This design comes from an exercise in tuning for a short achievable clock period and few clock cycles on the open sky130 flow, not from production work.
In this exercise RTL edits were held to simulation tests only and were not proved equivalent to the original.
Power is estimated from default activity; no workload was simulated.

==> design.v <==
`timescale 1ns/100ps
package rv_pkg;
    typedef logic [31:0] word_t;                        
    typedef logic [31:0] addr_t;                        
    typedef logic [4:0]  reg_idx_t;                     
    typedef logic [6:0]  opcode_t;                      
    localparam opcode_t OP_R      = 7'b0110011;         
    localparam opcode_t OP_I      = 7'b0010011;         
    localparam opcode_t OP_LOAD   = 7'b0000011;         
    localparam opcode_t OP_STORE  = 7'b0100011;         
    localparam opcode_t OP_BRANCH = 7'b1100011;         
    localparam opcode_t OP_JAL    = 7'b1101111;
    localparam opcode_t OP_LUI    = 7'b0110111;
    typedef logic [3:0] alu_op_e;
    localparam alu_op_e ALU_ADD    = 4'd0;
    localparam alu_op_e ALU_SUB    = 4'd1;              
    localparam alu_op_e ALU_AND    = 4'd2;
    localparam alu_op_e ALU_OR     = 4'd3;
    localparam alu_op_e ALU_XOR    = 4'd4;
    localparam alu_op_e ALU_SLL    = 4'd5;
    localparam alu_op_e ALU_SRL    = 4'd6;
    localparam alu_op_e ALU_SRA    = 4'd7;
    localparam alu_op_e ALU_PASS_B = 4'd8;              
    typedef logic [1:0] wb_sel_e;
    localparam wb_sel_e WB_ALU = 2'd0;                  
    localparam wb_sel_e WB_MEM = 2'd1;                  
    localparam wb_sel_e WB_PC4 = 2'd2;                  
    typedef logic [2:0] imm_fmt_e;
    localparam imm_fmt_e IMM_I = 3'd0;
    localparam imm_fmt_e IMM_S = 3'd1;
    localparam imm_fmt_e IMM_B = 3'd2;
    localparam imm_fmt_e IMM_J = 3'd3;
    localparam imm_fmt_e IMM_U = 3'd4;
    typedef logic [2:0] seq_state_e;
    localparam seq_state_e S_FETCH  = 3'd0;             
    localparam seq_state_e S_DECODE = 3'd1;             
    localparam seq_state_e S_EXEC   = 3'd2;             
    localparam seq_state_e S_MEM    = 3'd3;             
    localparam seq_state_e S_WB     = 3'd4;             
endpackage
`timescale 1ns/100ps
module control (
    input  rv_pkg::opcode_t opcode_i,
    input  logic [2:0]      funct3_i,
    input  logic [6:0]      funct7_i,
    output logic            pc_sel_o,
    output logic            imm_sel_o,
    output logic            reg_wren_o,
    output logic            mem_ren_o,
    output logic            mem_wren_o,
    output rv_pkg::wb_sel_e  wb_sel_o,
    output rv_pkg::alu_op_e  alu_sel_o,
    output rv_pkg::imm_fmt_e imm_fmt_o
);
    always_comb begin
        pc_sel_o   = 1'b0;
        imm_sel_o  = 1'b0;
        reg_wren_o = 1'b0;
        mem_ren_o  = 1'b0;
        mem_wren_o = 1'b0;
        wb_sel_o   = rv_pkg::WB_ALU;
        alu_sel_o  = rv_pkg::ALU_ADD;
        imm_fmt_o  = rv_pkg::IMM_I;
        case (opcode_i)
            rv_pkg::OP_R: begin
                reg_wren_o = 1'b1;
                case (funct3_i)
                    3'b000:  alu_sel_o = funct7_i[5] ? rv_pkg::ALU_SUB : rv_pkg::ALU_ADD;
                    3'b111:  alu_sel_o = rv_pkg::ALU_AND;
                    3'b110:  alu_sel_o = rv_pkg::ALU_OR;
                    3'b100:  alu_sel_o = rv_pkg::ALU_XOR;
                    3'b001:  alu_sel_o = rv_pkg::ALU_SLL;
                    3'b101:  alu_sel_o = funct7_i[5] ? rv_pkg::ALU_SRA : rv_pkg::ALU_SRL;
                    default: alu_sel_o = rv_pkg::ALU_ADD;   
                endcase
            end
            rv_pkg::OP_I: begin
                reg_wren_o = 1'b1;
                imm_sel_o  = 1'b1;
                case (funct3_i)
                    3'b000:  alu_sel_o = rv_pkg::ALU_ADD;   
                    3'b111:  alu_sel_o = rv_pkg::ALU_AND;
                    3'b110:  alu_sel_o = rv_pkg::ALU_OR;
                    3'b100:  alu_sel_o = rv_pkg::ALU_XOR;
                    3'b001:  alu_sel_o = rv_pkg::ALU_SLL;
                    3'b101:  alu_sel_o = funct7_i[5] ? rv_pkg::ALU_SRA : rv_pkg::ALU_SRL;
                    default: alu_sel_o = rv_pkg::ALU_ADD;
                endcase
            end
            rv_pkg::OP_LOAD: begin
                reg_wren_o = 1'b1;
                imm_sel_o  = 1'b1;                   
                mem_ren_o  = 1'b1;
                wb_sel_o   = rv_pkg::WB_MEM;
            end
            rv_pkg::OP_STORE: begin
                imm_sel_o  = 1'b1;
                mem_wren_o = 1'b1;                   
                imm_fmt_o  = rv_pkg::IMM_S;
            end
            rv_pkg::OP_BRANCH: begin
                pc_sel_o  = 1'b1;                    
                alu_sel_o = rv_pkg::ALU_SUB;         
                imm_fmt_o = rv_pkg::IMM_B;
            end
            rv_pkg::OP_JAL: begin
                pc_sel_o   = 1'b1;
                reg_wren_o = 1'b1;
                imm_sel_o  = 1'b1;
                wb_sel_o   = rv_pkg::WB_PC4;         
                imm_fmt_o  = rv_pkg::IMM_J;
            end
            rv_pkg::OP_LUI: begin
                reg_wren_o = 1'b1;
                imm_sel_o  = 1'b1;
                alu_sel_o  = rv_pkg::ALU_PASS_B;     
                imm_fmt_o  = rv_pkg::IMM_U;
            end
            default: ;                                  
        endcase
    end
endmodule
`timescale 1ns/100ps
module alu (
    input  rv_pkg::word_t   a_i,
    input  rv_pkg::word_t   b_i,
    input  rv_pkg::alu_op_e op_i,
    output rv_pkg::word_t   y_o,
    output logic            zero_o
);
    logic [4:0] shamt;                                  
    assign shamt = b_i[4:0];
    always_comb begin
        case (op_i)
            rv_pkg::ALU_ADD:    y_o = a_i + b_i;
            rv_pkg::ALU_SUB:    y_o = a_i - b_i;
            rv_pkg::ALU_AND:    y_o = a_i & b_i;
            rv_pkg::ALU_OR:     y_o = a_i | b_i;
            rv_pkg::ALU_XOR:    y_o = a_i ^ b_i;
            rv_pkg::ALU_SLL:    y_o = a_i << shamt;
            rv_pkg::ALU_SRL:    y_o = a_i >> shamt;
            rv_pkg::ALU_SRA:    y_o = $signed(a_i) >>> shamt;   
            rv_pkg::ALU_PASS_B: y_o = b_i;              
            default:            y_o = '0;
        endcase
    end
    assign zero_o = (y_o == '0);                        
endmodule
`timescale 1ns/100ps
module imm_gen (
    input  rv_pkg::word_t    insn_i,
    input  rv_pkg::imm_fmt_e fmt_i,
    output rv_pkg::word_t    imm_o
);
    logic sign;                                         
    assign sign = insn_i[31];
    always_comb begin
        case (fmt_i)
            rv_pkg::IMM_I: imm_o = {{20{sign}}, insn_i[31:20]};
            rv_pkg::IMM_S: imm_o = {{20{sign}}, insn_i[31:25], insn_i[11:7]};
            rv_pkg::IMM_B: imm_o = {{19{sign}}, sign, insn_i[7], insn_i[30:25],
                                    insn_i[11:8], 1'b0};                  
            rv_pkg::IMM_J: imm_o = {{11{sign}}, sign, insn_i[19:12], insn_i[20],
                                    insn_i[30:21], 1'b0};
            rv_pkg::IMM_U: imm_o = {insn_i[31:12], 12'b0};                 
            default:       imm_o = '0;
        endcase
    end
endmodule
`timescale 1ns/100ps
module reg_file (
    input  logic             clk_i,
    input  logic             rst_i,
    input  rv_pkg::reg_idx_t rs1_i,
    input  rv_pkg::reg_idx_t rs2_i,
    input  rv_pkg::reg_idx_t rd_i,
    input  logic             wren_i,
    input  rv_pkg::word_t    wdata_i,
    output rv_pkg::word_t    rdata1_o,
    output rv_pkg::word_t    rdata2_o
);
    rv_pkg::word_t regs [1:31];                         
    always_ff @(posedge clk_i) begin
        if (rst_i) begin
            for (int i = 1; i < 32; i++) begin
                regs[i] <= '0;
            end
        end else if (wren_i && (rd_i != 5'd0)) begin    
            regs[rd_i] <= wdata_i;
        end
    end
    assign rdata1_o = (rs1_i == 5'd0) ? '0 : regs[rs1_i];
    assign rdata2_o = (rs2_i == 5'd0) ? '0 : regs[rs2_i];
endmodule
`timescale 1ns/100ps
module bus_sequencer #(
    parameter rv_pkg::addr_t RESET_PC = '0
) (
    input  logic          clk_i,
    input  logic          rst_i,
    output logic          wb_cyc_o,
    output logic          wb_stb_o,
    output logic          wb_we_o,
    output rv_pkg::addr_t wb_adr_o,
    output rv_pkg::word_t wb_dat_o,
    input  rv_pkg::word_t wb_dat_i,
    input  logic          wb_ack_i,
    input  logic          pc_sel_i,
    input  logic          reg_wren_i,
    input  logic          mem_ren_i,
    input  logic          mem_wren_i,
    input  rv_pkg::wb_sel_e wb_sel_i,
    output rv_pkg::word_t insn_o,
    output rv_pkg::addr_t pc_o,
    input  rv_pkg::word_t alu_y_i,
    input  logic          alu_zero_i,
    input  rv_pkg::word_t rs2_data_i,
    input  rv_pkg::word_t imm_i,
    output logic          rd_wren_o,
    output rv_pkg::word_t rd_data_o
);
    rv_pkg::seq_state_e state_q;
    rv_pkg::addr_t      pc_q;
    rv_pkg::word_t      insn_q;                         
    rv_pkg::word_t      alu_q;                          
    rv_pkg::word_t      mem_q;                          
    logic               take_q;                         
    logic               cyc_q;                          
    logic               we_q;
    rv_pkg::addr_t      adr_q;
    rv_pkg::word_t      dat_q;
    logic               take;
    rv_pkg::addr_t      pc_plus4;
    rv_pkg::addr_t      next_pc;
    assign take = pc_sel_i &&
                  ((insn_q[6:0] != rv_pkg::OP_BRANCH) || (insn_q[12] ^ alu_zero_i));
    assign pc_plus4 = pc_q + 32'd4;
    assign next_pc  = take_q ? (pc_q + imm_i) : pc_plus4;   
    always_ff @(posedge clk_i) begin
        if (rst_i) begin
            state_q <= rv_pkg::S_FETCH;
            pc_q    <= RESET_PC;
            cyc_q   <= 1'b0;
            we_q    <= 1'b0;
            take_q  <= 1'b0;
        end else begin
            case (state_q)
                rv_pkg::S_FETCH: begin
                    if (!cyc_q) begin                   
                        cyc_q <= 1'b1;
                        we_q  <= 1'b0;
                        adr_q <= pc_q;
                    end else if (wb_ack_i) begin
                        insn_q  <= wb_dat_i;
                        cyc_q   <= 1'b0;
                        state_q <= rv_pkg::S_DECODE;
                    end
                end
                rv_pkg::S_DECODE: state_q <= rv_pkg::S_EXEC;   
                rv_pkg::S_EXEC: begin
                    alu_q  <= alu_y_i;
                    take_q <= take;
                    if (mem_ren_i || mem_wren_i) begin
                        cyc_q   <= 1'b1;
                        we_q    <= mem_wren_i;
                        adr_q   <= alu_y_i;             
                        dat_q   <= rs2_data_i;
                        state_q <= rv_pkg::S_MEM;
                    end else begin
                        state_q <= rv_pkg::S_WB;
                    end
                end
                rv_pkg::S_MEM: begin
                    if (wb_ack_i) begin                   
                        mem_q   <= wb_dat_i;
                        cyc_q   <= 1'b0;
                        we_q    <= 1'b0;
                        state_q <= rv_pkg::S_WB;
                    end
                end
                rv_pkg::S_WB: begin
                    pc_q    <= next_pc;
                    cyc_q   <= 1'b1;                    
                    we_q    <= 1'b0;
                    adr_q   <= next_pc;
                    state_q <= rv_pkg::S_FETCH;
                end
                default: state_q <= rv_pkg::S_FETCH;
            endcase
        end
    end
    assign wb_cyc_o = cyc_q;
    assign wb_stb_o = cyc_q;                             
    assign wb_we_o  = we_q;
    assign wb_adr_o = adr_q;
    assign wb_dat_o = dat_q;
    assign insn_o    = insn_q;
    assign pc_o      = pc_q;
    assign rd_wren_o = (state_q == rv_pkg::S_WB) && reg_wren_i;
    always_comb begin
        case (wb_sel_i)
            rv_pkg::WB_MEM: rd_data_o = mem_q;
            rv_pkg::WB_PC4: rd_data_o = pc_plus4;       
            default:        rd_data_o = alu_q;
        endcase
    end
endmodule
`timescale 1ns/100ps
module rv_top #(
    parameter rv_pkg::addr_t RESET_PC = '0
) (
    input  logic          clk_i,
    input  logic          rst_i,
    output logic          wb_cyc_o,
    output logic          wb_stb_o,
    output logic          wb_we_o,
    output rv_pkg::addr_t wb_adr_o,
    output rv_pkg::word_t wb_dat_o,
    input  rv_pkg::word_t wb_dat_i,
    input  logic          wb_ack_i
);
    rv_pkg::word_t    insn;
    rv_pkg::word_t    imm;
    rv_pkg::word_t    rs1_data;
    rv_pkg::word_t    rs2_data;
    rv_pkg::word_t    alu_b;                            
    rv_pkg::word_t    alu_y;
    logic             alu_zero;
    logic             rd_wren;
    rv_pkg::word_t    rd_data;
    logic             pc_sel;                           
    logic             imm_sel;                          
    logic             reg_wren;                         
    logic             mem_ren;                          
    logic             mem_wren;                         
    rv_pkg::wb_sel_e  wb_sel;
    rv_pkg::alu_op_e  alu_sel;
    rv_pkg::imm_fmt_e imm_fmt;
    control control_i (
        .opcode_i   (insn[6:0]),
        .funct3_i   (insn[14:12]),
        .funct7_i   (insn[31:25]),
        .pc_sel_o   (pc_sel),
        .imm_sel_o  (imm_sel),
        .reg_wren_o (reg_wren),
        .mem_ren_o  (mem_ren),
        .mem_wren_o (mem_wren),
        .wb_sel_o   (wb_sel),
        .alu_sel_o  (alu_sel),
        .imm_fmt_o  (imm_fmt)
    );
    imm_gen imm_gen_i (
        .insn_i (insn),
        .fmt_i  (imm_fmt),
        .imm_o  (imm)
    );
    reg_file reg_file_i (
        .clk_i    (clk_i),
        .rst_i    (rst_i),
        .rs1_i    (insn[19:15]),
        .rs2_i    (insn[24:20]),
        .rd_i     (insn[11:7]),
        .wren_i   (rd_wren),
        .wdata_i  (rd_data),
        .rdata1_o (rs1_data),
        .rdata2_o (rs2_data)
    );
    assign alu_b = imm_sel ? imm : rs2_data;            
    alu alu_i (
        .a_i    (rs1_data),
        .b_i    (alu_b),
        .op_i   (alu_sel),
        .y_o    (alu_y),
        .zero_o (alu_zero)
    );
    bus_sequencer #(
        .RESET_PC (RESET_PC)
    ) bus_sequencer_i (
        .clk_i      (clk_i),
        .rst_i      (rst_i),
        .wb_cyc_o   (wb_cyc_o),
        .wb_stb_o   (wb_stb_o),
        .wb_we_o    (wb_we_o),
        .wb_adr_o   (wb_adr_o),
        .wb_dat_o   (wb_dat_o),
        .wb_dat_i   (wb_dat_i),
        .wb_ack_i   (wb_ack_i),
        .pc_sel_i   (pc_sel),
        .reg_wren_i (reg_wren),
        .mem_ren_i  (mem_ren),
        .mem_wren_i (mem_wren),
        .wb_sel_i   (wb_sel),
        .insn_o     (insn),
        .pc_o       (),
        .alu_y_i    (alu_y),
        .alu_zero_i (alu_zero),
        .rs2_data_i (rs2_data),
        .imm_i      (imm),
        .rd_wren_o  (rd_wren),
        .rd_data_o  (rd_data)
    );
endmodule
==> run.sh <==
#!/bin/bash
# synth_recipe.tcl (not shown) runs the flow's synth.tcl, then flattens the netlist and writes it again
# the make line also repeats each setting of config.mk as NAME=value (left out here)
make -C /OpenROAD-flow-scripts/flow DESIGN_CONFIG=/design/flow/config.mk WORK_HOME=/design/flow/orfs CLKGATE_MAP_FILE= SYNTH_SCRIPT=/design/flow/synth_recipe.tcl finish
==> config.mk <==
export PLATFORM = sky130hd
export DESIGN_NAME = rv_top
export DESIGN_NICKNAME = rv_top
export VERILOG_FILES = /design/flow/design.v
export SDC_FILE = /design/flow/constraint.sdc
export NUM_CORES = 4
export LEC_CHECK = 0
export CAP_MARGIN = 20
export CORE_MARGIN = 2
export CORE_UTILIZATION = 40
export PLACE_DENSITY = 0.6
export SLEW_MARGIN = 20
==> constraint.sdc <==
create_clock -name core_clock -period 10.0 [get_ports {clk_i}]
set_input_delay 2.0000 -clock core_clock [delete_from_list [all_inputs] [get_ports {clk_i}]]
set_output_delay 2.0000 -clock core_clock [all_outputs]
set_load 0.01 [all_outputs]
==> qor.yml <==
status:
  status: "no timing/DRC/antenna violations"
finish:
  multiInputGateArea_mm2: 0.0322
  seqCellArea_mm2: 0.0365
  nets: 5814
  fill_cells: 15700
  mostFrequentLayoutCell: "nor2_1"
  drive_above_1_share_pct: 20.4
  layout_common_cells: "nor2_1 (1,219), edfxtp_1 (1,184), mux4_2 (573)"
  synthToLayoutAreaGrowth_pct: 12.7
  final_util_pct: 45.3
pwr:
  ir_worst_vdd_mv: 0.130
  p_total_mw: 14.1
  power.leakage_nw: 28.8
  power.density_mw_per_mm2: 177
detailed_routing:
  dr.pass1.iters: 6
  drc: 0
  post_drt_wl_per_cell_um: 37.5
  drt_first_iter_violations: 9309
  vias_per_cell: 6.76
  ant_nets: 0
  vias: 54700
  wirelength_um: 304000
floorplanning:
  die_h_um: 424
  start_util_pct: 40.2
  core_mm2: 0.176
  pin_count: 102
  dieArea_mm2: 0.180
  rows: 154
  die_w_um: 424
clocking:
  cts_sinks: 1232
  cts_tree: "yes"
  cts_buffers: 141
  postCtsHoldBufs: 0
  htree_levels: 4
  insertion_delay_ps: 830
  cts.clk_slew.worst_paths_ps: 60
  cts_resized: 0
  clock_path_buffers: 3
  postCtsSetupBuffers: 0
  root_buffer: "clkbuf_16"
global_route:
  grt.overflow.total: 0
  antenna_found_initial: 6
  grt_usage_pct: 33.3
  first_global_vias: 52300
  grt_pass1_wl_um: 417000
  grt_max_degree: 77
  grtUsageMet1_pct: 42.4
  met2_usage_pct: 50.7
  top_usage_layer: "met2"
  grt.met3_usage_pct: 8.55
timing:
  slew_headroom_pct: 18.9
  setup_tns_ps: 0
  slew_viol_final: 0
  final.min_clock_period_ps: 8800
  worst_pin_slew_ps: 1220
  setup_viol: 0
  finClkSkew_ps: 59.7
  rsz0062_at_grt: "no"
  fmax_ghz: 0.114
  finalHoldViolations: 0
  setup_ws_ps: 1200
  post-route-period-util_pct: 88.0
synthesis:
  seq_area_frac_synth_pct: 51.7
  synth_edf_count: 1184
  synth_flop_cell: "edfxtp_1"
  ys_ff_latch: 1232
  synthTopCellsByArea: "edfxtp_1 (50%), mux4_2 (18%), nor2_1 (6.5%), ha_1 (2.3%), mux2i_1 (2.1%)"
  netlist-cell-type-count: 100
  yosysTopAreaCell: "edfxtp_1"
  synth_cells: 5658
  syn_area_per_cell_um2: 12.5
  synth-async-reset-ratio_pct: 0
  synth_top_area_share_pct: 50.3
  synth_area_mm2: 0.0707
  yosysWarnings: 5
critical_path:
  r2r_end: "bus_sequencer_i.take_q"
  crit_required_ps: 10670
  endpoint_kind: "flop"
  ff2ff_path_depth: 26
  reg2reg_slack_ps: 1200
  path_class: "flop to flop"
  arrival_ps: 9480
  path_max_fanout: 76
  startpoint_type: "flop"
min_path:
  hold_class: "flop to flop"
  hold_depth: 2
  holdCritStartpoint: "bus_sequencer_i.pc_q[30]"
  min_to: "bus_sequencer_i.pc_q[30]"
place:
  pre_cts_ws_ps: 1380
  portBuffers: 101
  hpwl_um: 194000
  place.gp.congestion: 1.04
flow_run:
  maxCapViolations: 0
through the flow:
stage               instance area, µm²  hold slack [ps]  cells
global placement                 74900              513   7840
finish                           79700              506   8097
detailed placement               74900              502   7841
floorplan                        70800              467   5689
global route                     79700              530   8096
CTS                              79600              509   8092
metal layers:
metal	part of all wire, %	wire, µm
met4	7.5	22900
met5	0	0
met1	35	107000
met2	45	135000
met3	13	38700
layout make-up:
cell class	count	area share, %
Clock buffer	158	4.58
Tap cell	2340	3.68
Clock inverter	93	1.34
Sequential cell	1232	45.9
Timing Repair Buffer	318	3.48
Inverter	146	0.688
Antenna cell	1	0.00314
Multi-Input combinational cell	3809	40.4
logic make-up after synthesis:
family | count (synthesis) | share of synthesized area (%)
xor gates and xnor gates | 100 | 1.24
DFF | 1232 | 51.7
buffers and inverters | 648 | 3.95
and+or+nand+nor | 1964 | 11.8
other | 1 | 0.00531
adders and majority gates | 131 | 2.34
AOI/OAI and AO/OA | 846 | 8.17
muxes | 736 | 20.8
how the worst max path moves through the flow:
stage | depth (start not counted) | to
after global routing | 27 | bus_sequencer_i.take_q
after detailed placement | 27 | bus_sequencer_i.take_q
after global placement | 27 | bus_sequencer_i.take_q
final | 26 | bus_sequencer_i.take_q
after CTS | 27 | bus_sequencer_i.take_q
after floorplan | 32 | bus_sequencer_i.take_q
power by group:
| part | leakage [nW] | switching [mW] | internal, mW | total, mW |
|---|---|---|---|---|
| registers | 12.4 | 0.136 | 5.84 | 5.98 |
| clock network | 2.30 | 2.30 | 3.07 | 5.37 |
| logic | 14.1 | 1.80 | 0.947 | 2.74 |
| total | 28.8 | 4.23 | 9.85 | 14.1 |
cells in the mapped netlist, types with 26 or more instances:
| cell type | number |
|---|---|
| a211oi_1 | 80 |
| a21o_1 | 31 |
| a21oi_1 | 214 |
| a221o_1 | 27 |
| a221oi_1 | 37 |
| a22oi_1 | 48 |
| a31oi_1 | 29 |
| buf_1 | 35 |
| buf_2 | 95 |
| buf_4 | 31 |
| clkbuf_1 | 326 |
| dfxtp_1 | 48 |
| edfxtp_1 | 1184 |
| ha_1 | 129 |
| inv_1 | 141 |
| mux2i_1 | 146 |
| mux4_2 | 573 |
| nand2_1 | 268 |
| nand2b_1 | 52 |
| nand3_1 | 57 |
| nor2_1 | 1227 |
| nor2b_1 | 28 |
| nor3_1 | 197 |
| o211ai_1 | 64 |
| o21ai_0 | 113 |
| xnor2_1 | 74 |
| xor2_1 | 26 |
state kept, by name, summed over array words and instances (netlist names), 3 cells and up, named ones only:
signal                   count
reg_file_i.regs           1024
bus_sequencer_i.alu_q       32
bus_sequencer_i.insn_q      32
bus_sequencer_i.dat_q       32
bus_sequencer_i.state_q      3
bus_sequencer_i.adr_q       32
bus_sequencer_i.mem_q       32
bus_sequencer_i.pc_q        32
worst max-delay path, stage by stage, from the launching register on:
cell       delay, ps
dfxtp_4          950
buf_12           600
mux4_2           590
mux4_2           460
mux2i_1          510
nor2_1           130
a21oi_1          280
and4_1           320
and3_1           270
a31oi_1          130
xnor2_1          140
ha_1             380
and3_1           200
nand3_1          210
a2111oi_0        430
buf_4            210
or3_1            130
nand2_1           70
xnor2_1          120
a221oi_1         710
o2111ai_1        310
or4_1            470
nor4_1           240
nand4_1          170
nor4b_2          290
xnor2_1          150
o21ai_1           80
Testbench counts, summed over its fixed seeds: cycles 151,646.

==> re-timing with driven ports <==
Ports are ideal in the flow. The routed layout listed here was re-timed in OpenROAD.
Step 1 sets driving cells, clkbuf_16 on the clock port and buf_2 on the other inputs (assumed; they add their load-dependent delay and slew).
Step 2 moves the port delays by t, midway between the first and last clock arrival at a register: inputs arrive t later, outputs are due t later. That takes back most of the time a late clock gives input paths.
Slacks: ideal ports / drivers / drivers and shift; pairs: ideal ports / drivers.
t (ns): 0.886
setup slack, ns: 1.196 / 1.196 / 1.196
worst register clock-pin slew, ns: 0.08 / 0.08
worst slew at a driven data input, ns: 0.09
After both steps this run still meets setup and hold. The setup slack of this run moves by 0.000 ns with the drivers and by 0.000 ns with both steps.
